This design comes from an exercise in tuning for small area on the open sky130 flow, not from production work.
In this exercise RTL edits were held to simulation tests only and were not proved equivalent to the original.
No activity file was given, so power comes from the tool's default toggle rates.

== north ==
==> module serial_parallel_converter, before the edit <==
module serial_parallel_converter #(
    parameter int unsigned parallelWidth = 512,
    parameter int unsigned serialWidth   = 8
) (
    input  logic                                              clk,
    input  logic                                              rst,
    input  logic [serialWidth-1:0]                            inData,
    input  logic                                              inDataPresent,
    input  logic                                              inDataStartOfFrame,
    input  logic                                              inDataEndOfFrame,
    input  logic                                              inDataError,
    output logic [parallelWidth-1:0]                          outData,
    output logic                                              outValid,
    input  logic                                              outReady,
    output logic                                              outStartOfFrame,
    output logic                                              outEndOfFrame,
    output logic                                              outError,
    output logic [$clog2(parallelWidth/serialWidth):0]        outBytes,
    output logic                                              overflow
);
    localparam int unsigned N  = parallelWidth / serialWidth;
    localparam int unsigned LW = $clog2(N);
    localparam int unsigned CW = LW + 1;
    localparam int unsigned SW = serialWidth;
    logic [LW-1:0] cnt_q;       
    logic          fill_q;      
    logic          err_q;
    logic          wsof_q;
    logic          clr_q;       
    logic          ovn_q;       
    logic          hold_c, slot_c, accept_c, partial_c, complete_c, cnt_zero_c, last_c;
    logic          load_c, load_word_c, drop_c, wr_c, wr0_c, load_d_c;
    logic [LW-1:0] lane_c;
    logic [CW-1:0] new_cnt_c;
    logic          new_err_c, new_sof_c;
    logic [N-1:0]  wr_k_c;
    logic          keep_c;
    assign cnt_zero_c = (cnt_q == '0);
    assign accept_c   = inDataPresent && (inDataStartOfFrame || fill_q);
    assign partial_c  = inDataPresent && inDataStartOfFrame && !cnt_zero_c;
    assign lane_c     = inDataStartOfFrame ? '0 : cnt_q;
    assign last_c     = (lane_c == LW'(N - 1));
    assign new_cnt_c  = {1'b0, lane_c} + CW'(1);
    assign complete_c = accept_c && (last_c || inDataEndOfFrame);
    assign new_err_c  = inDataStartOfFrame ? inDataError : (err_q || inDataError);
    assign new_sof_c  = inDataStartOfFrame || wsof_q;
    assign hold_c      = outValid && !outReady;
    assign slot_c      = !hold_c;
    assign load_word_c = complete_c && slot_c && !partial_c;
    assign load_c      = (partial_c && slot_c) || load_word_c;
    assign drop_c      = (partial_c && !slot_c) || (complete_c && !load_word_c);
    assign load_d_c    = ovn_q || outReady;
    assign wr_c  = accept_c && !inDataStartOfFrame;
    assign wr0_c = accept_c && (inDataStartOfFrame || cnt_zero_c);
    always_comb begin
        for (int k = 0; k < int'(N); k++) begin
            wr_k_c[k] = wr_c && (cnt_q == LW'(k));
        end
    end
    assign keep_c = !clr_q;
    logic [parallelWidth-1:0] lanes_q;    
    genvar g;
    generate
        for (g = 1; g < int'(N) - 1; g++) begin : g_lane
            s2p_lane #(.W(SW)) u_lane (
                .clk  (clk),
                .wr   (wr_k_c[g]),
                .keep (keep_c),
                .bus  (inData),
                .hold (hold_c),
                .load (load_d_c),
                .q    (lanes_q[g*SW +: SW])
            );
        end
    endgenerate
    assign lanes_q[SW-1:0]               = '0;
    assign lanes_q[parallelWidth-1 -: SW] = '0;
    logic [SW-1:0] out0_q;
    logic          sel0_c;
    logic [SW-1:0] outl_q;
    logic          wrl_c;
    assign sel0_c = wr0_c && !partial_c;
    assign wrl_c  = wr_k_c[N-1] && load_d_c;
    s2p_lane0 #(.W(SW)) u_lane0 (
        .clk     (clk),
        .wr      (wr0_c),
        .keep    (!wr0_c),
        .sel_in  (sel0_c),
        .sel_acc (!sel0_c),
        .bus     (inData),
        .hold    (hold_c),
        .load    (load_d_c),
        .q       (out0_q)
    );
    assign outData = {outl_q, lanes_q[parallelWidth-SW-1:SW], out0_q};
    always_ff @(posedge clk) begin
        outl_q <= (outl_q & {SW{hold_c}}) | (inData & {SW{wrl_c}});
        if (!hold_c) begin
            if (partial_c) begin
                outBytes        <= {1'b0, cnt_q};
                outStartOfFrame <= wsof_q;
                outEndOfFrame   <= 1'b1;
                outError        <= 1'b1;
            end else begin
                outBytes        <= new_cnt_c;
                outStartOfFrame <= new_sof_c;
                outEndOfFrame   <= inDataEndOfFrame;
                outError        <= new_err_c;
            end
        end
    end
    always_ff @(posedge clk) begin
        if (rst) begin
            fill_q   <= 1'b0;
            cnt_q    <= '0;
            clr_q    <= 1'b1;
            outValid <= 1'b0;
            ovn_q    <= 1'b1;
            overflow <= 1'b0;
        end else begin
            outValid <= hold_c || load_c;
            ovn_q    <= !(hold_c || load_c);
            overflow <= overflow || drop_c;
            clr_q    <= partial_c || complete_c;
            if (accept_c) begin
                if (complete_c) begin
                    cnt_q  <= '0;
                    fill_q <= inDataEndOfFrame ? 1'b0 : (slot_c && !partial_c);
                end else begin
                    cnt_q  <= new_cnt_c[LW-1:0];
                    fill_q <= 1'b1;
                end
            end
        end
    end
    always_ff @(posedge clk) begin
        if (accept_c) begin
            err_q  <= new_err_c;
            wsof_q <= complete_c ? 1'b0 : new_sof_c;
        end
    end
endmodule
==> module s2p_lane0, before the edit <==
module s2p_lane0 #(
    parameter int unsigned W = 8
) (
    input  logic         clk,
    input  logic         wr,
    input  logic         keep,
    input  logic         sel_in,
    input  logic         sel_acc,
    input  logic [W-1:0] bus,
    input  logic         hold,
    input  logic         load,
    output logic [W-1:0] q
);
    logic [W-1:0] acc_q, src_c;
    assign src_c = (bus & {W{sel_in}}) | (acc_q & {W{sel_acc}});
    always_ff @(posedge clk) begin
        acc_q <= (acc_q & {W{keep}}) | (bus & {W{wr}});
        q     <= (q & {W{hold}}) | (src_c & {W{load}});
    end
endmodule
==> flow/config.mk <==
export PLATFORM = sky130hd
export DESIGN_NAME = serial_parallel_converter
export DESIGN_NICKNAME = serial_parallel_converter
export VERILOG_FILES = /design/flow/design.v
export SDC_FILE = /design/flow/constraint.sdc
export NUM_CORES = 4
export LEC_CHECK = 0
export CAP_MARGIN = 20
export CORE_MARGIN = 2
export CORE_UTILIZATION = 70
export SLEW_MARGIN = 20
export SYNTH_HIERARCHICAL = 1
==> flow/constraint.sdc <==
create_clock -name core_clock -period 4.0 [get_ports {clk}]
set_input_delay 0.8000 -clock core_clock [delete_from_list [all_inputs] [get_ports {clk}]]
set_output_delay 0.8000 -clock core_clock [all_outputs]
set_load 0.01 [all_outputs]
standard.sh (not shown) runs the stock make flow with config.mk's settings and CLKGATE_MAP_FILE= SYNTH_SCRIPT=/design/flow/synth_recipe.tcl, a recipe that flattens the netlist after the stock synthesis.
==> flow/flow/run.sh <==
#!/bin/bash
# Standard ORFS layout with two changes: the port buffers are the smallest buffer
# (buf_1) and the clock tree uses the buffers and clustering given below, without dummy loads.
set -euo pipefail
export BUFFER_PORTS_ARGS="-buffer_cell sky130_fd_sc_hd__buf_1"
export CTS_ARGS="-sink_clustering_enable -repair_clock_nets -dont_use_dummy_load -buf_list sky130_fd_sc_hd__clkbuf_8 -sink_clustering_size 16 -sink_clustering_max_diameter 60"
bash standard.sh > make_finish.log 2>&1
north: all stages complete, timing, DRC and antenna checks passed
--- input diff north..south ---
--- a/flow/design.v
+++ b/flow/design.v
@@ -76,25 +76,15 @@
     assign lanes_q[SW-1:0]               = '0;
     assign lanes_q[parallelWidth-1 -: SW] = '0;
-    logic [SW-1:0] out0_q;
-    logic          sel0_c;
+    logic [SW-1:0] acc0_q, nxt0_c, out0_q;
     logic [SW-1:0] outl_q;
     logic          wrl_c;
-    assign sel0_c = wr0_c && !partial_c;
+    assign nxt0_c = wr0_c ? inData : acc0_q;
     assign wrl_c  = wr_k_c[N-1] && load_d_c;
-    s2p_lane0 #(.W(SW)) u_lane0 (
-        .clk     (clk),
-        .wr      (wr0_c),
-        .keep    (!wr0_c),
-        .sel_in  (sel0_c),
-        .sel_acc (!sel0_c),
-        .bus     (inData),
-        .hold    (hold_c),
-        .load    (load_d_c),
-        .q       (out0_q)
-    );
     assign outData = {outl_q, lanes_q[parallelWidth-SW-1:SW], out0_q};
     always_ff @(posedge clk) begin
+        acc0_q <= nxt0_c;
         outl_q <= (outl_q & {SW{hold_c}}) | (inData & {SW{wrl_c}});
         if (!hold_c) begin
+            out0_q <= partial_c ? acc0_q : nxt0_c;
             if (partial_c) begin
                 outBytes        <= {1'b0, cnt_q};
@@ -159,22 +149,2 @@
     end
 endmodule
-module s2p_lane0 #(
-    parameter int unsigned W = 8
-) (
-    input  logic         clk,
-    input  logic         wr,
-    input  logic         keep,
-    input  logic         sel_in,
-    input  logic         sel_acc,
-    input  logic [W-1:0] bus,
-    input  logic         hold,
-    input  logic         load,
-    output logic [W-1:0] q
-);
-    logic [W-1:0] acc_q, src_c;
-    assign src_c = (bus & {W{sel_in}}) | (acc_q & {W{sel_acc}});
-    always_ff @(posedge clk) begin
-        acc_q <= (acc_q & {W{keep}}) | (bus & {W{wr}});
-        q     <= (q & {W{hold}}) | (src_c & {W{load}});
-    end
-endmodule
--- outcome ---
- Every stage of the flow completed for north, and the final layout passed the timing, design-rule and antenna checks.
- south ended with every stage complete and zero timing, DRC or antenna violations.
- A top routing layer in use of met5 is what north shows, while met4 belongs to south.
- Compared with north, in south met1 capacity usage during global routing climbed 0.51 points; final HPWL from detailed placement climbed 2.0%; clock network power share barely changed; post-cts resize count barely changed; power barely changed.
- Part of the cycle the worst path needs: south vs north down 1.2 points
- Sort north and south by first-pass GRT wire length, ascending, and north comes first.
- Summary of south over north: maximum number of pins on one net before global-route repair dropped 23%, total combinational power fell by about 2%, worst clock skew on the final layout moved up.
- Filler-free cell count of the finished design essentially unchanged between south and north.

## re-timing with driven ports
How much do the figures lean on ideal ports? The routed layouts below were timed once more, with nothing changed but the port constraints. Step 1 assumes that a clkbuf_16 drives the clock port and a buf_2 every other input. Step 2 times the ports against the registers' clock, not the clock port: input delays grow and output delays shrink by t, the midpoint of the rising clock arrivals with the driver on. a / b / c = ideal ports / drivers / drivers and shift; a / b = the first two.
run	t, ns	setup slack, ns	clock arrival spread, ns
north	0.734	1.227 / 1.227 / 0.524	0.031 / 0.031
south	0.728	1.274 / 1.288 / 0.559	0.034 / 0.035
After both steps every run listed still meets setup and hold. The setup slack of south, which loses most, moves by +0.014 ns with the drivers and by -0.715 ns with both steps.
